This design comes from an exercise in tuning for small area, a short achievable clock period and few clock cycles per item on the open sky130 flow, not from production work. Only simulation tests tie the RTL to the original design; equivalence was not proved.

--- flow/design.v ---
`default_nettype none
package nn_pkg;
  localparam int n_in  = 4;
  localparam int n_hid = 3;
  localparam int n_w1  = n_in * n_hid;
endpackage
`default_nettype wire
`timescale 1ns/1ps
`default_nettype none
module nn_ctrl (
  input  wire        clk,
  input  wire        rst_n,
  input  wire        in_valid_d,
  output logic       mac_first,    
  output logic [3:0] widx,         
  output logic       l2,           
  output logic       rot_d,        
  output logic       out_valid
);
  typedef enum logic [2:0] {
    st_idle,
    st_burst,
    st_slow,
    st_l2,
    st_out
  } state_t;
  state_t     state;
  logic [2:0] cnt;      
  logic [2:0] sstep;    
  always_ff @(posedge clk or negedge rst_n) begin
    if (!rst_n) begin
      state <= st_idle;
      cnt   <= '0;
      sstep <= '0;
    end else begin
      case (state)
        st_idle: begin
          if (in_valid_d) begin
            state <= st_burst;
            cnt   <= 3'd1;
          end
        end
        st_burst: begin
          if (in_valid_d) begin
            if (cnt != 3'd5) cnt <= cnt + 3'd1;
          end else if (cnt == 3'd4) begin
            state <= st_l2;
          end else begin
            state <= st_slow;
            sstep <= '0;
          end
        end
        st_slow: begin
          sstep <= sstep + 3'd1;
          if (sstep == 3'd4) state <= st_l2;
        end
        st_l2: begin
          state <= st_out;
        end
        default: begin
          state <= st_idle;
        end
      endcase
    end
  end
  logic [2:0] k;
  assign k = (state == st_slow) ? sstep - 3'd1 : cnt - 3'd1;
  assign mac_first = (k == 3'd0) || (state == st_l2);
  assign widx      = (state == st_l2) ? 4'b0000 : {k == 3'd3, k == 3'd2, k == 3'd1, k == 3'd0};
  assign l2        = (state == st_l2);
  assign rot_d     = (state == st_slow) && (sstep != 3'd4);
  assign out_valid = (state == st_out);
endmodule
`default_nettype wire
`timescale 1ns/1ps
`default_nettype none
module nn_operand_store #(
  parameter int data_w = 16
) (
  input  wire                                         clk,
  input  wire                                         rst_n,
  input  wire                                         in_valid_w1,
  input  wire                                         in_valid_w2,
  input  wire                                         in_valid_d,
  input  wire                                         rot_d,
  input  wire  [data_w-1:0]                           weight1,
  input  wire  [data_w-1:0]                           weight2,
  input  wire  [data_w-1:0]                           data_point,
  output logic [nn_pkg::n_w1-1:0][data_w-1:0]         w1,
  output logic [nn_pkg::n_hid-1:0][data_w-1:0]        w2,
  output logic [nn_pkg::n_in-1:0][data_w-1:0]         d
);
  always_ff @(posedge clk or negedge rst_n) begin
    if (!rst_n) begin
      w1 <= '0;
    end else if (in_valid_w1) begin
      w1 <= {weight1, w1[nn_pkg::n_w1-1:1]};
    end
  end
  always_ff @(posedge clk or negedge rst_n) begin
    if (!rst_n) begin
      w2 <= '0;
    end else if (in_valid_w2) begin
      w2 <= {weight2, w2[nn_pkg::n_hid-1:1]};
    end
  end
  always_ff @(posedge clk or negedge rst_n) begin
    if (!rst_n) begin
      d <= '0;
    end else if (in_valid_d) begin
      d <= {data_point, d[nn_pkg::n_in-1:1]};
    end else if (rot_d) begin
      d <= {d[0], d[nn_pkg::n_in-1:1]};
    end
  end
endmodule
`default_nettype wire
`timescale 1ns/1ps
`default_nettype none
module nn_mac_lane #(
  parameter int data_w = 16,
  parameter int lane   = 0
) (
  input  wire                              clk,
  input  wire                              mac_first,
  input  wire  [3:0]                       widx,
  input  wire                              l2,
  input  wire  [data_w-1:0]                x,
  input  wire  [nn_pkg::n_w1-1:0][data_w-1:0] w1,
  input  wire  [data_w-1:0]                w2,
  output logic [data_w-1:0]                acc
);
  logic [data_w-1:0] x_op;
  logic [data_w-1:0] w_op;
  logic [data_w-1:0] addend;
  logic [data_w-1:0] nxt;
  assign x_op   = l2 ? (acc[data_w-1] ? '0 : acc) : x;
  assign w_op   = ({data_w{widx[0]}} & w1[lane*nn_pkg::n_in + 0]) |
                  ({data_w{widx[1]}} & w1[lane*nn_pkg::n_in + 1]) |
                  ({data_w{widx[2]}} & w1[lane*nn_pkg::n_in + 2]) |
                  ({data_w{widx[3]}} & w1[lane*nn_pkg::n_in + 3]) |
                  ({data_w{l2}} & w2);
  assign addend = mac_first ? '0 : acc;
  nn_mul_add u_mul (
    .x   (x_op),
    .w   (w_op),
    .add (addend),
    .y   (nxt)
  );
  always_ff @(posedge clk) begin
    acc <= nxt;
  end
endmodule
module nn_mul_add (input wire [15:0] x, input wire [15:0] w, input wire [15:0] add, output wire [15:0] y);
  wire b_one0 = x[0] ^ 1'b0;
  wire b_two0 = (x[1] & ~x[0] & ~1'b0) | (~x[1] & x[0] & 1'b0);
  wire b_neg0 = x[1];
  wire pp0_0 = ((b_one0 & w[0])) ^ b_neg0;
  wire pp0_1 = ((b_one0 & w[1]) | (b_two0 & w[0])) ^ b_neg0;
  wire pp0_2 = ((b_one0 & w[2]) | (b_two0 & w[1])) ^ b_neg0;
  wire pp0_3 = ((b_one0 & w[3]) | (b_two0 & w[2])) ^ b_neg0;
  wire pp0_4 = ((b_one0 & w[4]) | (b_two0 & w[3])) ^ b_neg0;
  wire pp0_5 = ((b_one0 & w[5]) | (b_two0 & w[4])) ^ b_neg0;
  wire pp0_6 = ((b_one0 & w[6]) | (b_two0 & w[5])) ^ b_neg0;
  wire pp0_7 = ((b_one0 & w[7]) | (b_two0 & w[6])) ^ b_neg0;
  wire pp0_8 = ((b_one0 & w[8]) | (b_two0 & w[7])) ^ b_neg0;
  wire pp0_9 = ((b_one0 & w[9]) | (b_two0 & w[8])) ^ b_neg0;
  wire pp0_10 = ((b_one0 & w[10]) | (b_two0 & w[9])) ^ b_neg0;
  wire pp0_11 = ((b_one0 & w[11]) | (b_two0 & w[10])) ^ b_neg0;
  wire pp0_12 = ((b_one0 & w[12]) | (b_two0 & w[11])) ^ b_neg0;
  wire pp0_13 = ((b_one0 & w[13]) | (b_two0 & w[12])) ^ b_neg0;
  wire pp0_14 = ((b_one0 & w[14]) | (b_two0 & w[13])) ^ b_neg0;
  wire pp0_15 = ((b_one0 & w[15]) | (b_two0 & w[14])) ^ b_neg0;
  wire pp0_16 = ~(((b_one0 & w[15]) | (b_two0 & w[15])) ^ b_neg0);
  wire b_one1 = x[2] ^ x[1];
  wire b_two1 = (x[3] & ~x[2] & ~x[1]) | (~x[3] & x[2] & x[1]);
  wire b_neg1 = x[3];
  wire pp1_0 = ((b_one1 & w[0])) ^ b_neg1;
  wire pp1_1 = ((b_one1 & w[1]) | (b_two1 & w[0])) ^ b_neg1;
  wire pp1_2 = ((b_one1 & w[2]) | (b_two1 & w[1])) ^ b_neg1;
  wire pp1_3 = ((b_one1 & w[3]) | (b_two1 & w[2])) ^ b_neg1;
  wire pp1_4 = ((b_one1 & w[4]) | (b_two1 & w[3])) ^ b_neg1;
  wire pp1_5 = ((b_one1 & w[5]) | (b_two1 & w[4])) ^ b_neg1;
  wire pp1_6 = ((b_one1 & w[6]) | (b_two1 & w[5])) ^ b_neg1;
  wire pp1_7 = ((b_one1 & w[7]) | (b_two1 & w[6])) ^ b_neg1;
  wire pp1_8 = ((b_one1 & w[8]) | (b_two1 & w[7])) ^ b_neg1;
  wire pp1_9 = ((b_one1 & w[9]) | (b_two1 & w[8])) ^ b_neg1;
  wire pp1_10 = ((b_one1 & w[10]) | (b_two1 & w[9])) ^ b_neg1;
  wire pp1_11 = ((b_one1 & w[11]) | (b_two1 & w[10])) ^ b_neg1;
  wire pp1_12 = ((b_one1 & w[12]) | (b_two1 & w[11])) ^ b_neg1;
  wire pp1_13 = ((b_one1 & w[13]) | (b_two1 & w[12])) ^ b_neg1;
  wire pp1_14 = ((b_one1 & w[14]) | (b_two1 & w[13])) ^ b_neg1;
  wire pp1_15 = ((b_one1 & w[15]) | (b_two1 & w[14])) ^ b_neg1;
  wire pp1_16 = ~(((b_one1 & w[15]) | (b_two1 & w[15])) ^ b_neg1);
  wire b_one2 = x[4] ^ x[3];
  wire b_two2 = (x[5] & ~x[4] & ~x[3]) | (~x[5] & x[4] & x[3]);
  wire b_neg2 = x[5];
  wire pp2_0 = ((b_one2 & w[0])) ^ b_neg2;
  wire pp2_1 = ((b_one2 & w[1]) | (b_two2 & w[0])) ^ b_neg2;
  wire pp2_2 = ((b_one2 & w[2]) | (b_two2 & w[1])) ^ b_neg2;
  wire pp2_3 = ((b_one2 & w[3]) | (b_two2 & w[2])) ^ b_neg2;
  wire pp2_4 = ((b_one2 & w[4]) | (b_two2 & w[3])) ^ b_neg2;
  wire pp2_5 = ((b_one2 & w[5]) | (b_two2 & w[4])) ^ b_neg2;
  wire pp2_6 = ((b_one2 & w[6]) | (b_two2 & w[5])) ^ b_neg2;
  wire pp2_7 = ((b_one2 & w[7]) | (b_two2 & w[6])) ^ b_neg2;
  wire pp2_8 = ((b_one2 & w[8]) | (b_two2 & w[7])) ^ b_neg2;
  wire pp2_9 = ((b_one2 & w[9]) | (b_two2 & w[8])) ^ b_neg2;
  wire pp2_10 = ((b_one2 & w[10]) | (b_two2 & w[9])) ^ b_neg2;
  wire pp2_11 = ((b_one2 & w[11]) | (b_two2 & w[10])) ^ b_neg2;
  wire pp2_12 = ((b_one2 & w[12]) | (b_two2 & w[11])) ^ b_neg2;
  wire pp2_13 = ((b_one2 & w[13]) | (b_two2 & w[12])) ^ b_neg2;
  wire pp2_14 = ((b_one2 & w[14]) | (b_two2 & w[13])) ^ b_neg2;
  wire pp2_15 = ((b_one2 & w[15]) | (b_two2 & w[14])) ^ b_neg2;
  wire pp2_16 = ~(((b_one2 & w[15]) | (b_two2 & w[15])) ^ b_neg2);
  wire b_one3 = x[6] ^ x[5];
  wire b_two3 = (x[7] & ~x[6] & ~x[5]) | (~x[7] & x[6] & x[5]);
  wire b_neg3 = x[7];
  wire pp3_0 = ((b_one3 & w[0])) ^ b_neg3;
  wire pp3_1 = ((b_one3 & w[1]) | (b_two3 & w[0])) ^ b_neg3;
  wire pp3_2 = ((b_one3 & w[2]) | (b_two3 & w[1])) ^ b_neg3;
  wire pp3_3 = ((b_one3 & w[3]) | (b_two3 & w[2])) ^ b_neg3;
  wire pp3_4 = ((b_one3 & w[4]) | (b_two3 & w[3])) ^ b_neg3;
  wire pp3_5 = ((b_one3 & w[5]) | (b_two3 & w[4])) ^ b_neg3;
  wire pp3_6 = ((b_one3 & w[6]) | (b_two3 & w[5])) ^ b_neg3;
  wire pp3_7 = ((b_one3 & w[7]) | (b_two3 & w[6])) ^ b_neg3;
  wire pp3_8 = ((b_one3 & w[8]) | (b_two3 & w[7])) ^ b_neg3;
  wire pp3_9 = ((b_one3 & w[9]) | (b_two3 & w[8])) ^ b_neg3;
  wire pp3_10 = ((b_one3 & w[10]) | (b_two3 & w[9])) ^ b_neg3;
  wire pp3_11 = ((b_one3 & w[11]) | (b_two3 & w[10])) ^ b_neg3;
  wire pp3_12 = ((b_one3 & w[12]) | (b_two3 & w[11])) ^ b_neg3;
  wire pp3_13 = ((b_one3 & w[13]) | (b_two3 & w[12])) ^ b_neg3;
  wire pp3_14 = ((b_one3 & w[14]) | (b_two3 & w[13])) ^ b_neg3;
  wire pp3_15 = ((b_one3 & w[15]) | (b_two3 & w[14])) ^ b_neg3;
  wire pp3_16 = ~(((b_one3 & w[15]) | (b_two3 & w[15])) ^ b_neg3);
  wire b_one4 = x[8] ^ x[7];
  wire b_two4 = (x[9] & ~x[8] & ~x[7]) | (~x[9] & x[8] & x[7]);
  wire b_neg4 = x[9];
  wire pp4_0 = ((b_one4 & w[0])) ^ b_neg4;
  wire pp4_1 = ((b_one4 & w[1]) | (b_two4 & w[0])) ^ b_neg4;
  wire pp4_2 = ((b_one4 & w[2]) | (b_two4 & w[1])) ^ b_neg4;
  wire pp4_3 = ((b_one4 & w[3]) | (b_two4 & w[2])) ^ b_neg4;
  wire pp4_4 = ((b_one4 & w[4]) | (b_two4 & w[3])) ^ b_neg4;
  wire pp4_5 = ((b_one4 & w[5]) | (b_two4 & w[4])) ^ b_neg4;
  wire pp4_6 = ((b_one4 & w[6]) | (b_two4 & w[5])) ^ b_neg4;
  wire pp4_7 = ((b_one4 & w[7]) | (b_two4 & w[6])) ^ b_neg4;
  wire pp4_8 = ((b_one4 & w[8]) | (b_two4 & w[7])) ^ b_neg4;
  wire pp4_9 = ((b_one4 & w[9]) | (b_two4 & w[8])) ^ b_neg4;
  wire pp4_10 = ((b_one4 & w[10]) | (b_two4 & w[9])) ^ b_neg4;
  wire pp4_11 = ((b_one4 & w[11]) | (b_two4 & w[10])) ^ b_neg4;
  wire pp4_12 = ((b_one4 & w[12]) | (b_two4 & w[11])) ^ b_neg4;
  wire pp4_13 = ((b_one4 & w[13]) | (b_two4 & w[12])) ^ b_neg4;
  wire pp4_14 = ((b_one4 & w[14]) | (b_two4 & w[13])) ^ b_neg4;
  wire pp4_15 = ((b_one4 & w[15]) | (b_two4 & w[14])) ^ b_neg4;
  wire b_one5 = x[10] ^ x[9];
  wire b_two5 = (x[11] & ~x[10] & ~x[9]) | (~x[11] & x[10] & x[9]);
  wire b_neg5 = x[11];
  wire pp5_0 = ((b_one5 & w[0])) ^ b_neg5;
  wire pp5_1 = ((b_one5 & w[1]) | (b_two5 & w[0])) ^ b_neg5;
  wire pp5_2 = ((b_one5 & w[2]) | (b_two5 & w[1])) ^ b_neg5;
  wire pp5_3 = ((b_one5 & w[3]) | (b_two5 & w[2])) ^ b_neg5;
  wire pp5_4 = ((b_one5 & w[4]) | (b_two5 & w[3])) ^ b_neg5;
  wire pp5_5 = ((b_one5 & w[5]) | (b_two5 & w[4])) ^ b_neg5;
  wire pp5_6 = ((b_one5 & w[6]) | (b_two5 & w[5])) ^ b_neg5;
  wire pp5_7 = ((b_one5 & w[7]) | (b_two5 & w[6])) ^ b_neg5;
  wire pp5_8 = ((b_one5 & w[8]) | (b_two5 & w[7])) ^ b_neg5;
  wire pp5_9 = ((b_one5 & w[9]) | (b_two5 & w[8])) ^ b_neg5;
  wire pp5_10 = ((b_one5 & w[10]) | (b_two5 & w[9])) ^ b_neg5;
  wire pp5_11 = ((b_one5 & w[11]) | (b_two5 & w[10])) ^ b_neg5;
  wire pp5_12 = ((b_one5 & w[12]) | (b_two5 & w[11])) ^ b_neg5;
  wire pp5_13 = ((b_one5 & w[13]) | (b_two5 & w[12])) ^ b_neg5;
  wire b_one6 = x[12] ^ x[11];
  wire b_two6 = (x[13] & ~x[12] & ~x[11]) | (~x[13] & x[12] & x[11]);
  wire b_neg6 = x[13];
  wire pp6_0 = ((b_one6 & w[0])) ^ b_neg6;
  wire pp6_1 = ((b_one6 & w[1]) | (b_two6 & w[0])) ^ b_neg6;
  wire pp6_2 = ((b_one6 & w[2]) | (b_two6 & w[1])) ^ b_neg6;
  wire pp6_3 = ((b_one6 & w[3]) | (b_two6 & w[2])) ^ b_neg6;
  wire pp6_4 = ((b_one6 & w[4]) | (b_two6 & w[3])) ^ b_neg6;
  wire pp6_5 = ((b_one6 & w[5]) | (b_two6 & w[4])) ^ b_neg6;
  wire pp6_6 = ((b_one6 & w[6]) | (b_two6 & w[5])) ^ b_neg6;
  wire pp6_7 = ((b_one6 & w[7]) | (b_two6 & w[6])) ^ b_neg6;
  wire pp6_8 = ((b_one6 & w[8]) | (b_two6 & w[7])) ^ b_neg6;
  wire pp6_9 = ((b_one6 & w[9]) | (b_two6 & w[8])) ^ b_neg6;
  wire pp6_10 = ((b_one6 & w[10]) | (b_two6 & w[9])) ^ b_neg6;
  wire pp6_11 = ((b_one6 & w[11]) | (b_two6 & w[10])) ^ b_neg6;
  wire b_one7 = x[14] ^ x[13];
  wire b_two7 = (x[15] & ~x[14] & ~x[13]) | (~x[15] & x[14] & x[13]);
  wire b_neg7 = x[15];
  wire pp7_0 = ((b_one7 & w[0])) ^ b_neg7;
  wire pp7_1 = ((b_one7 & w[1]) | (b_two7 & w[0])) ^ b_neg7;
  wire pp7_2 = ((b_one7 & w[2]) | (b_two7 & w[1])) ^ b_neg7;
  wire pp7_3 = ((b_one7 & w[3]) | (b_two7 & w[2])) ^ b_neg7;
  wire pp7_4 = ((b_one7 & w[4]) | (b_two7 & w[3])) ^ b_neg7;
  wire pp7_5 = ((b_one7 & w[5]) | (b_two7 & w[4])) ^ b_neg7;
  wire pp7_6 = ((b_one7 & w[6]) | (b_two7 & w[5])) ^ b_neg7;
  wire pp7_7 = ((b_one7 & w[7]) | (b_two7 & w[6])) ^ b_neg7;
  wire pp7_8 = ((b_one7 & w[8]) | (b_two7 & w[7])) ^ b_neg7;
  wire pp7_9 = ((b_one7 & w[9]) | (b_two7 & w[8])) ^ b_neg7;
  wire s1 = pp0_14 ^ pp1_12;
  wire c2 = pp0_14 & pp1_12;
  wire s3 = pp0_15 ^ pp1_13;
  wire c4 = pp0_15 & pp1_13;
  wire s5 = pp0_16 ^ pp1_14 ^ pp2_12;
  wire c6 = (pp0_16 & pp1_14) | (pp0_16 & pp2_12) | (pp1_14 & pp2_12);
  wire s7 = pp1_15 ^ pp2_13;
  wire c8 = pp1_15 & pp2_13;
  wire s9 = pp0_8 ^ pp1_6;
  wire c10 = pp0_8 & pp1_6;
  wire s11 = pp0_9 ^ pp1_7;
  wire c12 = pp0_9 & pp1_7;
  wire s13 = pp0_10 ^ pp1_8 ^ pp2_6;
  wire c14 = (pp0_10 & pp1_8) | (pp0_10 & pp2_6) | (pp1_8 & pp2_6);
  wire s15 = pp3_4 ^ pp4_2;
  wire c16 = pp3_4 & pp4_2;
  wire s17 = pp0_11 ^ pp1_9 ^ pp2_7;
  wire c18 = (pp0_11 & pp1_9) | (pp0_11 & pp2_7) | (pp1_9 & pp2_7);
  wire s19 = pp3_5 ^ pp4_3;
  wire c20 = pp3_5 & pp4_3;
  wire s21 = pp0_12 ^ pp1_10 ^ pp2_8;
  wire c22 = (pp0_12 & pp1_10) | (pp0_12 & pp2_8) | (pp1_10 & pp2_8);
  wire s23 = pp3_6 ^ pp4_4 ^ pp5_2;
  wire c24 = (pp3_6 & pp4_4) | (pp3_6 & pp5_2) | (pp4_4 & pp5_2);
  wire s25 = pp6_0 ^ b_neg6;
  wire c26 = pp6_0 & b_neg6;
  wire s27 = pp0_13 ^ pp1_11 ^ pp2_9;
  wire c28 = (pp0_13 & pp1_11) | (pp0_13 & pp2_9) | (pp1_11 & pp2_9);
  wire s29 = pp3_7 ^ pp4_5 ^ pp5_3;
  wire c30 = (pp3_7 & pp4_5) | (pp3_7 & pp5_3) | (pp4_5 & pp5_3);
  wire s31 = pp6_1 ^ add[5];
  wire c32 = pp6_1 & add[5];
  wire s33 = s1 ^ pp2_10 ^ pp3_8;
  wire c34 = (s1 & pp2_10) | (s1 & pp3_8) | (pp2_10 & pp3_8);
  wire s35 = pp4_6 ^ pp5_4 ^ pp6_2;
  wire c36 = (pp4_6 & pp5_4) | (pp4_6 & pp6_2) | (pp5_4 & pp6_2);
  wire s37 = pp7_0 ^ b_neg7 ^ add[6];
  wire c38 = (pp7_0 & b_neg7) | (pp7_0 & add[6]) | (b_neg7 & add[6]);
  wire s39 = s3 ^ pp2_11 ^ pp3_9;
  wire c40 = (s3 & pp2_11) | (s3 & pp3_9) | (pp2_11 & pp3_9);
  wire s41 = pp4_7 ^ pp5_5 ^ pp6_3;
  wire c42 = (pp4_7 & pp5_5) | (pp4_7 & pp6_3) | (pp5_5 & pp6_3);
  wire s43 = pp7_1 ^ add[7] ^ c2;
  wire c44 = (pp7_1 & add[7]) | (pp7_1 & c2) | (add[7] & c2);
  wire s45 = s5 ^ pp3_10 ^ pp4_8;
  wire c46 = (s5 & pp3_10) | (s5 & pp4_8) | (pp3_10 & pp4_8);
  wire s47 = pp5_6 ^ pp6_4 ^ pp7_2;
  wire c48 = (pp5_6 & pp6_4) | (pp5_6 & pp7_2) | (pp6_4 & pp7_2);
  wire s49 = 1'b1 ^ add[8] ^ c4;
  wire c50 = (1'b1 & add[8]) | (1'b1 & c4) | (add[8] & c4);
  wire s51 = s7 ^ pp3_11 ^ pp4_9;
  wire c52 = (s7 & pp3_11) | (s7 & pp4_9) | (pp3_11 & pp4_9);
  wire s53 = pp5_7 ^ pp6_5 ^ pp7_3;
  wire c54 = (pp5_7 & pp6_5) | (pp5_7 & pp7_3) | (pp6_5 & pp7_3);
  wire s55 = 1'b1 ^ add[9] ^ c6;
  wire c56 = (1'b1 & add[9]) | (1'b1 & c6) | (add[9] & c6);
  wire s57 = pp1_16 ^ pp2_14 ^ pp3_12;
  wire c58 = (pp1_16 & pp2_14) | (pp1_16 & pp3_12) | (pp2_14 & pp3_12);
  wire s59 = pp4_10 ^ pp5_8 ^ pp6_6;
  wire c60 = (pp4_10 & pp5_8) | (pp4_10 & pp6_6) | (pp5_8 & pp6_6);
  wire s61 = pp7_4 ^ add[10] ^ c8;
  wire c62 = (pp7_4 & add[10]) | (pp7_4 & c8) | (add[10] & c8);
  wire s63 = pp2_15 ^ pp3_13 ^ pp4_11;
  wire c64 = (pp2_15 & pp3_13) | (pp2_15 & pp4_11) | (pp3_13 & pp4_11);
  wire s65 = pp5_9 ^ pp6_7 ^ pp7_5;
  wire c66 = (pp5_9 & pp6_7) | (pp5_9 & pp7_5) | (pp6_7 & pp7_5);
  wire s67 = 1'b1 ^ add[11];
  wire c68 = 1'b1 & add[11];
  wire s69 = pp2_16 ^ pp3_14 ^ pp4_12;
  wire c70 = (pp2_16 & pp3_14) | (pp2_16 & pp4_12) | (pp3_14 & pp4_12);
  wire s71 = pp5_10 ^ pp6_8 ^ pp7_6;
  wire c72 = (pp5_10 & pp6_8) | (pp5_10 & pp7_6) | (pp6_8 & pp7_6);
  wire s73 = pp3_15 ^ pp4_13 ^ pp5_11;
  wire c74 = (pp3_15 & pp4_13) | (pp3_15 & pp5_11) | (pp4_13 & pp5_11);
  wire s75 = pp6_9 ^ pp7_7;
  wire c76 = pp6_9 & pp7_7;
  wire s77 = pp3_16 ^ pp4_14 ^ pp5_12;
  wire c78 = (pp3_16 & pp4_14) | (pp3_16 & pp5_12) | (pp4_14 & pp5_12);
  wire s79 = pp4_15 ^ pp5_13;
  wire c80 = pp4_15 & pp5_13;
  wire s81 = pp0_6 ^ pp1_4;
  wire c82 = pp0_6 & pp1_4;
  wire s83 = pp0_7 ^ pp1_5;
  wire c84 = pp0_7 & pp1_5;
  wire s85 = s9 ^ pp2_4 ^ pp3_2;
  wire c86 = (s9 & pp2_4) | (s9 & pp3_2) | (pp2_4 & pp3_2);
  wire s87 = pp4_0 ^ b_neg4;
  wire c88 = pp4_0 & b_neg4;
  wire s89 = s11 ^ pp2_5 ^ pp3_3;
  wire c90 = (s11 & pp2_5) | (s11 & pp3_3) | (pp2_5 & pp3_3);
  wire s91 = pp4_1 ^ add[1] ^ c10;
  wire c92 = (pp4_1 & add[1]) | (pp4_1 & c10) | (add[1] & c10);
  wire s93 = s13 ^ s15 ^ pp5_0;
  wire c94 = (s13 & s15) | (s13 & pp5_0) | (s15 & pp5_0);
  wire s95 = b_neg5 ^ add[2] ^ c12;
  wire c96 = (b_neg5 & add[2]) | (b_neg5 & c12) | (add[2] & c12);
  wire s97 = s17 ^ s19 ^ pp5_1;
  wire c98 = (s17 & s19) | (s17 & pp5_1) | (s19 & pp5_1);
  wire s99 = add[3] ^ c14 ^ c16;
  wire c100 = (add[3] & c14) | (add[3] & c16) | (c14 & c16);
  wire s101 = s21 ^ s23 ^ s25;
  wire c102 = (s21 & s23) | (s21 & s25) | (s23 & s25);
  wire s103 = add[4] ^ c18 ^ c20;
  wire c104 = (add[4] & c18) | (add[4] & c20) | (c18 & c20);
  wire s105 = s27 ^ s29 ^ s31;
  wire c106 = (s27 & s29) | (s27 & s31) | (s29 & s31);
  wire s107 = c22 ^ c24 ^ c26;
  wire c108 = (c22 & c24) | (c22 & c26) | (c24 & c26);
  wire s109 = s33 ^ s35 ^ s37;
  wire c110 = (s33 & s35) | (s33 & s37) | (s35 & s37);
  wire s111 = c28 ^ c30 ^ c32;
  wire c112 = (c28 & c30) | (c28 & c32) | (c30 & c32);
  wire s113 = s39 ^ s41 ^ s43;
  wire c114 = (s39 & s41) | (s39 & s43) | (s41 & s43);
  wire s115 = c34 ^ c36 ^ c38;
  wire c116 = (c34 & c36) | (c34 & c38) | (c36 & c38);
  wire s117 = s45 ^ s47 ^ s49;
  wire c118 = (s45 & s47) | (s45 & s49) | (s47 & s49);
  wire s119 = c40 ^ c42 ^ c44;
  wire c120 = (c40 & c42) | (c40 & c44) | (c42 & c44);
  wire s121 = s51 ^ s53 ^ s55;
  wire c122 = (s51 & s53) | (s51 & s55) | (s53 & s55);
  wire s123 = c46 ^ c48 ^ c50;
  wire c124 = (c46 & c48) | (c46 & c50) | (c48 & c50);
  wire s125 = s57 ^ s59 ^ s61;
  wire c126 = (s57 & s59) | (s57 & s61) | (s59 & s61);
  wire s127 = c52 ^ c54 ^ c56;
  wire c128 = (c52 & c54) | (c52 & c56) | (c54 & c56);
  wire s129 = s63 ^ s65 ^ s67;
  wire c130 = (s63 & s65) | (s63 & s67) | (s65 & s67);
  wire s131 = c58 ^ c60 ^ c62;
  wire c132 = (c58 & c60) | (c58 & c62) | (c60 & c62);
  wire s133 = s69 ^ s71 ^ add[12];
  wire c134 = (s69 & s71) | (s69 & add[12]) | (s71 & add[12]);
  wire s135 = c64 ^ c66 ^ c68;
  wire c136 = (c64 & c66) | (c64 & c68) | (c66 & c68);
  wire s137 = s73 ^ s75 ^ 1'b1;
  wire c138 = (s73 & s75) | (s73 & 1'b1) | (s75 & 1'b1);
  wire s139 = add[13] ^ c70 ^ c72;
  wire c140 = (add[13] & c70) | (add[13] & c72) | (c70 & c72);
  wire s141 = s77 ^ pp6_10 ^ pp7_8;
  wire c142 = (s77 & pp6_10) | (s77 & pp7_8) | (pp6_10 & pp7_8);
  wire s143 = add[14] ^ c74 ^ c76;
  wire c144 = (add[14] & c74) | (add[14] & c76) | (c74 & c76);
  wire s145 = s79 ^ pp6_11 ^ pp7_9;
  wire c146 = (s79 & pp6_11) | (s79 & pp7_9) | (pp6_11 & pp7_9);
  wire s147 = 1'b1 ^ add[15] ^ c78;
  wire c148 = (1'b1 & add[15]) | (1'b1 & c78) | (add[15] & c78);
  wire s149 = pp0_4 ^ pp1_2;
  wire c150 = pp0_4 & pp1_2;
  wire s151 = pp0_5 ^ pp1_3;
  wire c152 = pp0_5 & pp1_3;
  wire s153 = s81 ^ pp2_2 ^ pp3_0;
  wire c154 = (s81 & pp2_2) | (s81 & pp3_0) | (pp2_2 & pp3_0);
  wire s155 = s83 ^ pp2_3 ^ pp3_1;
  wire c156 = (s83 & pp2_3) | (s83 & pp3_1) | (pp2_3 & pp3_1);
  wire s157 = s85 ^ s87 ^ add[0];
  wire c158 = (s85 & s87) | (s85 & add[0]) | (s87 & add[0]);
  wire s159 = s89 ^ s91 ^ c86;
  wire c160 = (s89 & s91) | (s89 & c86) | (s91 & c86);
  wire s161 = s93 ^ s95 ^ c90;
  wire c162 = (s93 & s95) | (s93 & c90) | (s95 & c90);
  wire s163 = s97 ^ s99 ^ c94;
  wire c164 = (s97 & s99) | (s97 & c94) | (s99 & c94);
  wire s165 = s101 ^ s103 ^ c98;
  wire c166 = (s101 & s103) | (s101 & c98) | (s103 & c98);
  wire s167 = s105 ^ s107 ^ c102;
  wire c168 = (s105 & s107) | (s105 & c102) | (s107 & c102);
  wire s169 = s109 ^ s111 ^ c106;
  wire c170 = (s109 & s111) | (s109 & c106) | (s111 & c106);
  wire s171 = s113 ^ s115 ^ c110;
  wire c172 = (s113 & s115) | (s113 & c110) | (s115 & c110);
  wire s173 = s117 ^ s119 ^ c114;
  wire c174 = (s117 & s119) | (s117 & c114) | (s119 & c114);
  wire s175 = s121 ^ s123 ^ c118;
  wire c176 = (s121 & s123) | (s121 & c118) | (s123 & c118);
  wire s177 = s125 ^ s127 ^ c122;
  wire c178 = (s125 & s127) | (s125 & c122) | (s127 & c122);
  wire s179 = s129 ^ s131 ^ c126;
  wire c180 = (s129 & s131) | (s129 & c126) | (s131 & c126);
  wire s181 = s133 ^ s135 ^ c130;
  wire c182 = (s133 & s135) | (s133 & c130) | (s135 & c130);
  wire s183 = s137 ^ s139 ^ c134;
  wire c184 = (s137 & s139) | (s137 & c134) | (s139 & c134);
  wire s185 = s141 ^ s143 ^ c138;
  wire c186 = (s141 & s143) | (s141 & c138) | (s143 & c138);
  wire s187 = s145 ^ s147 ^ c142;
  wire c188 = (s145 & s147) | (s145 & c142) | (s147 & c142);
  wire s189 = pp0_2 ^ pp1_0;
  wire c190 = pp0_2 & pp1_0;
  wire s191 = pp0_3 ^ pp1_1;
  wire c192 = pp0_3 & pp1_1;
  wire s193 = s149 ^ pp2_0 ^ b_neg2;
  wire c194 = (s149 & pp2_0) | (s149 & b_neg2) | (pp2_0 & b_neg2);
  wire s195 = s151 ^ pp2_1 ^ c150;
  wire c196 = (s151 & pp2_1) | (s151 & c150) | (pp2_1 & c150);
  wire s197 = s153 ^ b_neg3 ^ c152;
  wire c198 = (s153 & b_neg3) | (s153 & c152) | (b_neg3 & c152);
  wire s199 = s155 ^ c82 ^ c154;
  wire c200 = (s155 & c82) | (s155 & c154) | (c82 & c154);
  wire s201 = s157 ^ c84 ^ c156;
  wire c202 = (s157 & c84) | (s157 & c156) | (c84 & c156);
  wire s203 = s159 ^ c88 ^ c158;
  wire c204 = (s159 & c88) | (s159 & c158) | (c88 & c158);
  wire s205 = s161 ^ c92 ^ c160;
  wire c206 = (s161 & c92) | (s161 & c160) | (c92 & c160);
  wire s207 = s163 ^ c96 ^ c162;
  wire c208 = (s163 & c96) | (s163 & c162) | (c96 & c162);
  wire s209 = s165 ^ c100 ^ c164;
  wire c210 = (s165 & c100) | (s165 & c164) | (c100 & c164);
  wire s211 = s167 ^ c104 ^ c166;
  wire c212 = (s167 & c104) | (s167 & c166) | (c104 & c166);
  wire s213 = s169 ^ c108 ^ c168;
  wire c214 = (s169 & c108) | (s169 & c168) | (c108 & c168);
  wire s215 = s171 ^ c112 ^ c170;
  wire c216 = (s171 & c112) | (s171 & c170) | (c112 & c170);
  wire s217 = s173 ^ c116 ^ c172;
  wire c218 = (s173 & c116) | (s173 & c172) | (c116 & c172);
  wire s219 = s175 ^ c120 ^ c174;
  wire c220 = (s175 & c120) | (s175 & c174) | (c120 & c174);
  wire s221 = s177 ^ c124 ^ c176;
  wire c222 = (s177 & c124) | (s177 & c176) | (c124 & c176);
  wire s223 = s179 ^ c128 ^ c178;
  wire c224 = (s179 & c128) | (s179 & c178) | (c128 & c178);
  wire s225 = s181 ^ c132 ^ c180;
  wire c226 = (s181 & c132) | (s181 & c180) | (c132 & c180);
  wire s227 = s183 ^ c136 ^ c182;
  wire c228 = (s183 & c136) | (s183 & c182) | (c136 & c182);
  wire s229 = s185 ^ c140 ^ c184;
  wire c230 = (s185 & c140) | (s185 & c184) | (c140 & c184);
  wire s231 = s187 ^ c144 ^ c186;
  wire c232 = (s187 & c144) | (s187 & c186) | (c144 & c186);
  wire [23:0] ra = {s231, s229, s227, s225, s223, s221, s219, s217, s215, s213, s211, s209, s207, s205, s203, s201, s199, s197, s195, s193, s191, s189, pp0_1, pp0_0};
  wire [23:0] rb = {c230, c228, c226, c224, c222, c220, c218, c216, c214, c212, c210, c208, c206, c204, c202, c200, c198, c196, c194, c192, c190, b_neg1, 1'b0, b_neg0};
  wire [23:0] sum = ra + rb;
  assign y = sum[23:8];
endmodule
`default_nettype wire
`timescale 1ns/1ps
`default_nettype none
module nn_hidden_layer #(
  parameter int data_w = 16
) (
  input  wire                                          clk,
  input  wire                                          mac_first,
  input  wire  [3:0]                                   widx,
  input  wire                                          l2,
  input  wire  [data_w-1:0]                            x,
  input  wire  [nn_pkg::n_w1-1:0][data_w-1:0]          w1,
  input  wire  [nn_pkg::n_hid-1:0][data_w-1:0]         w2,
  output logic [nn_pkg::n_hid-1:0][data_w-1:0]         acc
);
  for (genvar lane = 0; lane < nn_pkg::n_hid; lane++) begin : g_lane
    nn_mac_lane #(
      .data_w (data_w),
      .lane   (lane)
    ) u_lane (
      .clk       (clk),
      .mac_first (mac_first),
      .widx      (widx),
      .l2        (l2),
      .x         (x),
      .w1        (w1),
      .w2        (w2[lane]),
      .acc       (acc[lane])
    );
  end
endmodule
`default_nettype wire
`timescale 1ns/1ps
`default_nettype none
module nn_output_neuron #(
  parameter int data_w = 16
) (
  input  wire                                          valid,
  input  wire  [nn_pkg::n_hid-1:0][data_w-1:0]         p,
  output logic [data_w-1:0]                            out
);
  logic [data_w-1:0] sum;
  assign sum = p[0] + p[1] + p[2];
  assign out = valid ? sum : '0;
endmodule
`default_nettype wire
`timescale 1ns/1ps
`default_nettype none
module nn_top #(
  parameter int data_w = 16,
  parameter int frac_w = 8
) (
  input  wire                clk,
  input  wire                rst_n,
  input  wire                in_valid_w1,
  input  wire                in_valid_w2,
  input  wire                in_valid_d,
  input  wire  [data_w-1:0]  weight1,
  input  wire  [data_w-1:0]  weight2,
  input  wire  [data_w-1:0]  data_point,
  output logic               out_valid,
  output logic [data_w-1:0]  out
);
  logic                                  mac_first;
  logic [3:0]                            widx;
  logic                                  l2;
  logic                                  rot_d;
  logic [nn_pkg::n_w1-1:0][data_w-1:0]   w1;
  logic [nn_pkg::n_hid-1:0][data_w-1:0]  w2;
  logic [nn_pkg::n_in-1:0][data_w-1:0]   d;
  logic [nn_pkg::n_hid-1:0][data_w-1:0]  acc;
  nn_ctrl u_ctrl (
    .clk        (clk),
    .rst_n      (rst_n),
    .in_valid_d (in_valid_d),
    .mac_first  (mac_first),
    .widx       (widx),
    .l2         (l2),
    .rot_d      (rot_d),
    .out_valid  (out_valid)
  );
  nn_operand_store #(
    .data_w (data_w)
  ) u_store (
    .clk         (clk),
    .rst_n       (rst_n),
    .in_valid_w1 (in_valid_w1),
    .in_valid_w2 (in_valid_w2),
    .in_valid_d  (in_valid_d),
    .rot_d       (rot_d),
    .weight1     (weight1),
    .weight2     (weight2),
    .data_point  (data_point),
    .w1          (w1),
    .w2          (w2),
    .d           (d)
  );
  nn_hidden_layer #(
    .data_w (data_w)
  ) u_hidden (
    .clk       (clk),
    .mac_first (mac_first),
    .widx      (widx),
    .l2        (l2),
    .x         (d[nn_pkg::n_in-1]),
    .w1        (w1),
    .w2        (w2),
    .acc       (acc)
  );
  nn_output_neuron #(
    .data_w (data_w)
  ) u_output (
    .valid (out_valid),
    .p     (acc),
    .out   (out)
  );
endmodule
`default_nettype wire
--- flow/run.sh ---
#!/bin/bash
# synth_recipe.tcl (not shown) runs the flow's synth.tcl, then flattens the netlist and writes it again
# the make line also repeats each setting of config.mk as NAME=value (left out here)
make -C /OpenROAD-flow-scripts/flow DESIGN_CONFIG=/design/flow/config.mk WORK_HOME=/design/flow/orfs CLKGATE_MAP_FILE= SYNTH_SCRIPT=/design/flow/synth_recipe.tcl finish
--- flow/config.mk ---
export PLATFORM = sky130hd
export DESIGN_NAME = nn_top
export DESIGN_NICKNAME = nn_top
export VERILOG_FILES = /design/flow/design.v
export SDC_FILE = /design/flow/constraint.sdc
export NUM_CORES = 4
export LEC_CHECK = 0
export ABC_CLOCK_PERIOD_IN_PS = 3000
export CAP_MARGIN = 20
export CORE_MARGIN = 2
export CORE_UTILIZATION = 40
export SETUP_SLACK_MARGIN = 5
export SLEW_MARGIN = 20
--- flow/constraint.sdc ---
create_clock -name core_clock -period 12.0 [get_ports {clk}]
set_input_delay 2.4000 -clock core_clock [delete_from_list [all_inputs] [get_ports {clk}]]
set_output_delay 2.4000 -clock core_clock [all_outputs]
set_load 0.01 [all_outputs]
==> impl_metrics.csv, run 1 <==
group,metric,value,unit
critical_path,path_class,"reg -> reg",
synth,ys_seq_area_frac,0.2438,
layout,n_antenna_cell,0,
synth,syn_nets,4462,
layout,layout_commonest_cell,"inv_1",
sta,min_period,6.991,ns
critical_path,path_common_cell,"fa_1",
place,pre_cts_ws,2.966,ns
grt,grt_pass1_vias,30680,
critical_path,setup.worst_path.end,"u_hidden.g_lane[0].u_lane.acc[14]",
synth,async_flop_share,0.8670,
route,ant_nets,0,
clock_tree,worstSkewPairLatency,0.58,ns
layout,area_growth,19.19,%
route,routed_wl,128900,um
synth,syn_area_per_cell,9.047,sq um
clock_tree,h-tree-depth,2,
critical_path,startpoint,"u_ctrl.state[0]",
clock_tree,cts.clk_slew.worst_paths,0.06,ns
grt,grt_remaining_overflow,0,
sta,rsz0062_at_grt,"true",
route,firstDrtPassIters,9,
floorplan,rows,110,
critical_path,cp_top_family,"adder cells",
sta,finalHoldViolations,0,
synth,synth_flop_cell,"dfrtp_1",
grt,met2_usage,0.4132,
synth,netlist-cell-type-count,89,
floorplan,start_util,0.4020,
place,dpl.hpwl,85440,um
sta,finClkSkew,0.01862,ns
critical_path,rrSetupSlack,5.01,ns
critical_path,start_kind,"register",
route,route.detailed.drc,0,
layout,final_cells,5314,
clock_tree,cts-root-buf,"clkbuf_16",
synth,syn_inst,3987,
hold_path,hold_depth,1,
layout,layout_common_cells,"342 x inv_1, 340 x a21oi_1, 310 x dfrtp_1",
sta,tightest_slew,1.028,ns
synth,yosysWarnings,5,
hold_path,hp-class,"reg -> reg",
critical_path,cp.depth,24,
route,vias_per_cell,6.225,
sta,min_period_over_period,0.5826,
grt,antenna_found_initial,0,
critical_path,crit_slowest_cell,"fa_1",
critical_path,r2r_end,"u_hidden.g_lane[0].u_lane.acc[14]",
critical_path,cp_max_fo,13,
floorplan,die_area,92600,sq um
layout,drive_gt1_frac,0.2378,
critical_path,r2r_cells,24,
critical_path,worstSetupEndpointType,"register",
sta,tns,0,ns
clock_tree,cts_sinks,361,
grt,grt_max_degree,129,
route,drtIter0Drc,4264,
critical_path,worstReg2RegStart,"u_ctrl.state[0]",
clock_tree,cts_tree,"done",
grt,track_usage,0.2606,
floorplan,die_w,304.3,um
clock_tree,cts_made_buffers,42,
sta,relSlewSlack,0.3145,
critical_path,cp_data_arrival_time,7.49,ns
sta,layout_setup_ws,5.009,ns
sta,max_freq,0.1430,GHz
critical_path,cp_cell_sequence,"or3b_4 -> mux2_4 -> and2_4 -> bufbuf_16 -> a222oi_1 -> buf_4 -> o21ai_2 -> buf_6 -> a21oi_1 -> o21ai_0 -> o221ai_1 -> fa_1 -> fa_1 -> inv_1 -> fa_1 -> inv_1 -> fa_1 -> ha_4 -> nand4_1 -> o21a_2 -> or4_1 -> o32a_1 -> a21oi_2 -> xor2_1",
floorplan,die_h,304.3,um
critical_path,crit_required,12.50,ns
synth,ys_ff_latch,361,
grt,grt_pass1_wl,189600,um
floorplan,io_pins,70,
sta,slew_viol_final,0,
layout,fillers,8485,
sta,setup_viol,0,
route,num_vias,33080,
synth,netlist_area,36070,sq um
place,gp_congestion,0.9498,
floorplan,core_area,89740,sq um
grt,met1_usage,0.3509,
critical_path,path_buf_inv,5,
layout,nets,4583,
synth,synth_edf_count,0,
route,route.detailed.wl_per_inst,24.25,um
critical_path,max_stage_delay,0.53,ns
flow_run,max-cap-violations,0,
grt,grt.met3_usage,0.04109,
grt,grt_busiest_layer,"met2",
status,outcome,"finished clean",
clock_tree,hold_buffers,0,
place,portBuffers,69,
place,dp.cells,4999,
clock_tree,clockBufferDepth,3,
==> final cells by class <==
| cell class | instances | area, sq um | area share |
|---|---|---|---|
| Clock buffer | 59 | 1185 | 0.02756 |
| Clock inverter | 15 | 219.0 | 0.005093 |
| Inverter | 355 | 1364 | 0.03172 |
| Multi-Input combinational cell | 2931 | 26150 | 0.6081 |
| Sequential cell | 361 | 8807 | 0.2048 |
| Tap cell | 1176 | 1471 | 0.03422 |
| Timing Repair Buffer | 415 | 3792 | 0.08821 |
| Timing Repair inverter | 2 | 10.01 | 0.0002328 |
==> worst min path at each step <==
stage | end | start | slack [ns]
final | u_store.d[30] | u_store.d[46] | 0.49
after global routing | u_store.d[3] | u_store.d[19] | 0.51
after CTS | u_store.d[30] | u_store.d[46] | 0.50
after detailed placement | u_store.d[30] | u_store.d[46] | 0.48
after global placement | u_store.d[23] | u_store.d[39] | 0.48
after floorplan | u_store.w1[124] | u_store.w1[140] | 0.47
==> stage by stage <==
step,area (sq um),util,hold slack [ns]
floorplan,36070,-,0.4674
global placement,37880,0.4221,0.4783
detailed placement,37880,0.4221,0.4848
CTS,40640,0.4529,0.4973
global route,42990,0.4791,0.5121
finish,42990,0.4791,0.4943
==> registers in the layout, summed over array words and instances (netlist names) <==
register                    count
u_store.w1                    192
u_store.d                      64
u_hidden.g_lane.u_lane.acc     48
u_store.w2                     48
u_ctrl.cnt                      3
u_ctrl.sstep                    3
u_ctrl.state                    3
==> repair_timing <==
action | 4_1_cts | 5_1_grt
resized for setup | 169 | 206
pin swaps | 38 | 118
setup endpoints to repair | 46 | 36
gates cloned | 6 | 22
setup buffers | 63 | 150
==> worst reg2reg max path, cell delays in order (launching register included) <==
cell       delay, ns
dfrtp_4         0.52
or3b_4          0.43
mux2_4          0.34
and2_4          0.18
bufbuf_16       0.29
a222oi_1        0.32
buf_4           0.18
o21ai_2         0.13
buf_6           0.19
a21oi_1         0.13
o21ai_0         0.08
o221ai_1        0.11
fa_1            0.48
fa_1            0.51
inv_1           0.06
fa_1            0.53
inv_1           0.05
fa_1            0.48
ha_4            0.32
nand4_1         0.10
o21a_2          0.24
or4_1           0.50
o32a_1          0.39
a21oi_2         0.19
xor2_1          0.16
==> cell families after synthesis <==
| logic type | Yosys count | share of synthesized area |
|---|---|---|
| adder cells (fa/ha/maj) | 423 | 0.2049 |
| AND/OR/NAND/NOR | 593 | 0.07423 |
| flip-flops | 361 | 0.2438 |
| AO/OA/AOI/OAI | 1315 | 0.2349 |
| XOR/XNOR | 239 | 0.05900 |
| buffers and inverters | 702 | 0.07496 |
| multiplexers | 354 | 0.1082 |
==> metal layers <==
| layer | routed length (um) | up-vias |
|---|---|---|
| met1 | 51810 | 16310 |
| met2 | 58410 | 1799 |
| met4 | 7144 | 0 |
| met5 | 0 | - |
| met3 | 11480 | 408 |
| li1 | - | 14560 |
==> cell usage after synthesis, types with 55 or more instances <==
library cell	number	area share
o221ai_1	95	0.023
inv_1	350	0.036
mux2_2	284	0.089
o22ai_1	192	0.033
o21ai_0	207	0.029
nor2_1	180	0.019
dfrtp_1	313	0.22
fa_1	280	0.16
xnor2_1	181	0.044
ha_1	142	0.049
mux2i_1	69	0.019
nor3_1	56	0.0078
clkbuf_1	279	0.029
a21oi_1	383	0.053
xor2_1	55	0.013
nand2_1	196	0.020
a22oi_1	135	0.028
Testbench counts, summed over its fixed seeds: cycles 22,400, inferences 3,200.
==> run 2, diff against run 1 <==
--- a/flow/config.mk
+++ b/flow/config.mk
@@ -6,8 +6,6 @@
 export NUM_CORES = 4
 export LEC_CHECK = 0
-export ABC_CLOCK_PERIOD_IN_PS = 3000
 export CAP_MARGIN = 20
 export CORE_MARGIN = 2
 export CORE_UTILIZATION = 40
-export SETUP_SLACK_MARGIN = 5
 export SLEW_MARGIN = 20
==> run 2 against run 1 <==
- via count shrank 5.0%
- count of clock-buffer cells in the layout is 6 lower
- synthesized cell count unchanged
- non-clock buffer count fell by 230
- largest cell class unchanged
==> impl_metrics.csv, run 2 <==
group,metric,value,unit
synth,synth_area_leaders,"dfrtp_1 22%, fa_1 16%, mux2_2 8.9%",
layout,fin_util,0.4389,
route,route.detailed.drc,0,
layout,layout_common_cells,"372 x a21oi_1, 349 x inv_1, 313 x dfrtp_1",
place,dp.cells,5001,
sta,layout_setup_ws,3.671,ns
critical_path,cp_top_family,"adder cells",
sta,tightest_slew,1.082,ns
route,firstDrtPassIters,10,
floorplan,io_pins,70,
floorplan,start_util,0.4020,
layout,nets,4345,
sta,finalHoldViolations,0,
critical_path,worstSetupEndpointType,"register",
layout,largest_reg_flops,192,
floorplan,die_w,304.3,um
sta,min_period,8.329,ns
place,dpl.hpwl,85920,um
grt,grt_pass1_wl,187000,um
critical_path,worstReg2RegStart,"u_ctrl.state[1]",
sta,setup_viol,0,
synth,yosysMostFrequentCell,"a21oi_1",
clock_tree,h-tree-depth,2,
critical_path,startpoint,"u_ctrl.state[1]",
grt,track_usage,0.2570,
synth,syn_nets,4462,
sta,slew_viol_final,0,
critical_path,path_common_cell,"fa_1",
critical_path,cp_max_fo,21,
route,vias_per_cell,6.184,
synth,synth_edf_count,0,
clock_tree,worstSkewPairLatency,0.62,ns
grt,grt_max_degree,119,
critical_path,path_buf_inv,3,
synth,synth_commonest_cells,"383 x a21oi_1, 350 x inv_1, 313 x dfrtp_1",
synth,synth_flop_cell,"dfrtp_1",
grt,grt_remaining_overflow,0,
sta,finClkSkew,0.02947,ns
synth,ys_seq_area_frac,0.2438,
synth,netlist_area,36070,sq um
critical_path,cp_cell_sequence,"nor3b_2 -> mux2i_4 -> buf_4 -> mux2i_1 -> o2111ai_1 -> o22ai_1 -> o21ai_0 -> o221ai_1 -> fa_1 -> fa_1 -> fa_1 -> inv_1 -> fa_1 -> inv_1 -> fa_1 -> ha_1 -> nand4_1 -> or3_1 -> a21oi_1 -> a21oi_1 -> a21oi_1 -> a31oi_1 -> xnor2_1",
synth,yosys.area.top_type,"dfrtp_1",
place,portBuffers,69,
synth,ys_ff_latch,361,
floorplan,die_area,92600,sq um
sta,tns,0,ns
sta,relSlewSlack,0.2790,
clock_tree,cts.clk_slew.worst_paths,0.06,ns
route,ant_nets,0,
hold_path,hp-class,"reg -> reg",
critical_path,start_kind,"register",
sta,rsz0062_at_grt,"false",
layout,final_cells,5079,
clock_tree,hold_buffers,0,
floorplan,rows,110,
layout,drive_gt1_frac,0.1378,
synth,syn_area_per_cell,9.047,sq um
place,gp_congestion,0.9362,
status,outcome,"finished clean",
route,routed_wl,119900,um
grt,antenna_found_initial,5,
route,route.detailed.wl_per_inst,23.60,um
flow_run,max-cap-violations,0,
synth,yosysTopAreaCellShare,0.2171,
layout,top_regs,"u_store.w1 (192), u_store.d (64)",
clock_tree,cts-resized-gates,0,
critical_path,crit_required,12.49,ns
clock_tree,clockBufferDepth,3,
sta,min_period_over_period,0.6941,
place,pre_cts_ws,3.825,ns
route,num_vias,31410,
clock_tree,cts-root-buf,"clkbuf_16",
critical_path,path_class,"reg -> reg",
clock_tree,post-cts-setup-buffers,0,
layout,layout_commonest_cell,"a21oi_1",
critical_path,cp_data_arrival_time,8.82,ns
route,drtIter0Drc,3573,
synth,syn_inst,3987,
clock_tree,cts_tree,"done",
layout,largest-register,"u_store.w1",
floorplan,core_area,89740,sq um
critical_path,max_stage_delay,0.79,ns
layout,area_growth,9.189,%
hold_path,hold_path_startpoint,"u_store.d[46]",
layout,n_antenna_cell,0,
clock_tree,cts_sinks,361,
floorplan,die_h,304.3,um
sta,max_freq,0.1201,GHz
critical_path,crit_slowest_cell,"o2111ai_1",
synth,yosysWarnings,5,
synth,async_flop_share,0.8670,
clock_tree,cts_made_buffers,43,
synth,netlist-cell-type-count,89,
grt,grt_pass1_vias,30320,
==> run 2: cell count changes in the layout (fill, tap and decap cells not counted), moves of 15 or more <==
| cell | previous run | this run |
|---|---|---|
| buf_4 | 282 | 115 |
| a21oi_1 | 340 | 372 |
| a21oi_2 | 41 | 12 |
| buf_6 | 28 | 1 |
| ha_1 | 120 | 142 |
| ha_4 | 21 | 0 |
| o21ai_0 | 185 | 204 |
| o21a_1 | 5 | 21 |
| buf_12 | 15 | 0 |
| o21a_4 | 15 | 0 |
==> run 2: cell families after synthesis <==
kind of cell,count (synthesis),synth area share
mux,354,0.1082
flops,361,0.2438
fa+ha+maj,423,0.2049
xor+xnor,239,0.05900
compound gates,1315,0.2349
simple gates,593,0.07423
buf+inv,702,0.07496
==> run 2: path summary, 6_finish.rpt <==
| check | end | cells past startpoint | slack [ns] |
|---|---|---|---|
| min in group asynchronous | u_store.w1[178] | 1 | 1.77 |
| setup reg to reg | u_hidden.g_lane[2].u_lane.acc[15] | 23 | 3.67 |
| setup / recovery | u_hidden.g_lane[2].u_lane.acc[15] | 23 | 3.67 |
| max in group asynchronous | u_store.d[2] | 2 | 8.76 |
| hold / removal | u_store.d[30] | 1 | 0.50 |
| hold reg to reg | u_store.d[30] | 1 | 0.50 |
==> run 2: cell type report <==
type | instances | area, sq um
Tap cell | 1176 | 1471
Multi-Input combinational cell | 2924 | 24740
Fill cell | 8740 | 50350
Clock buffer | 53 | 1194
Timing Repair Buffer | 185 | 1569
Inverter | 355 | 1333
Sequential cell | 361 | 8793
Clock inverter | 25 | 285.3
==> run 2: metal layers <==
layer | GRT usage | vias to the layer above | wire [um]
met2 | 0.4111 | 1538 | 54980
met4 | 0.1144 | 4 | 5844
met5 | 0 | - | 31
li1 | - | 14050 | -
met3 | 0.03503 | 269 | 9169
met1 | 0.3473 | 15550 | 49860
==> run 2: metrics by stage <==
stage | instance area [sq um] | hold WS, ns
6_report | 39390 | 0.4960
4_1_cts | 39370 | 0.4983
3_5_place_dp | 37900 | 0.4863
3_3_place_gp | 37900 | 0.4790
5_1_grt | 39390 | 0.5129
2_1_floorplan | 36070 | 0.4674

## afterwards: timing with drivers on the ports
The results above use ideal ports. As a check the final layouts listed here were re-extracted and re-timed, cells and wires unchanged.
Step 1 (the two cells are an assumption about what drives the block):
set clk [get_ports {clk}]
set_driving_cell -lib_cell sky130_fd_sc_hd__clkbuf_16 $clk
set_driving_cell -lib_cell sky130_fd_sc_hd__buf_2 [delete_from_list [all_inputs] $clk]
Step 2 moves the port delays by t, midway between the first and last clock arrival at a register: inputs arrive t later, outputs are due t later. That takes back most of the time a late clock gives input paths.
Slacks: ideal / step 1 / step 2; pairs: ideal / step 1.
| run | shift t [ns] | setup slack, ns | cell pins on the clock port's net |
|---|---|---|---|
| run 1 | 0.647 | 5.009 / 5.009 / 5.009 | 1 |
| run 2 | 0.669 | 3.671 / 3.671 / 3.671 | 1 |
After both steps setup and hold are still met in every run listed.
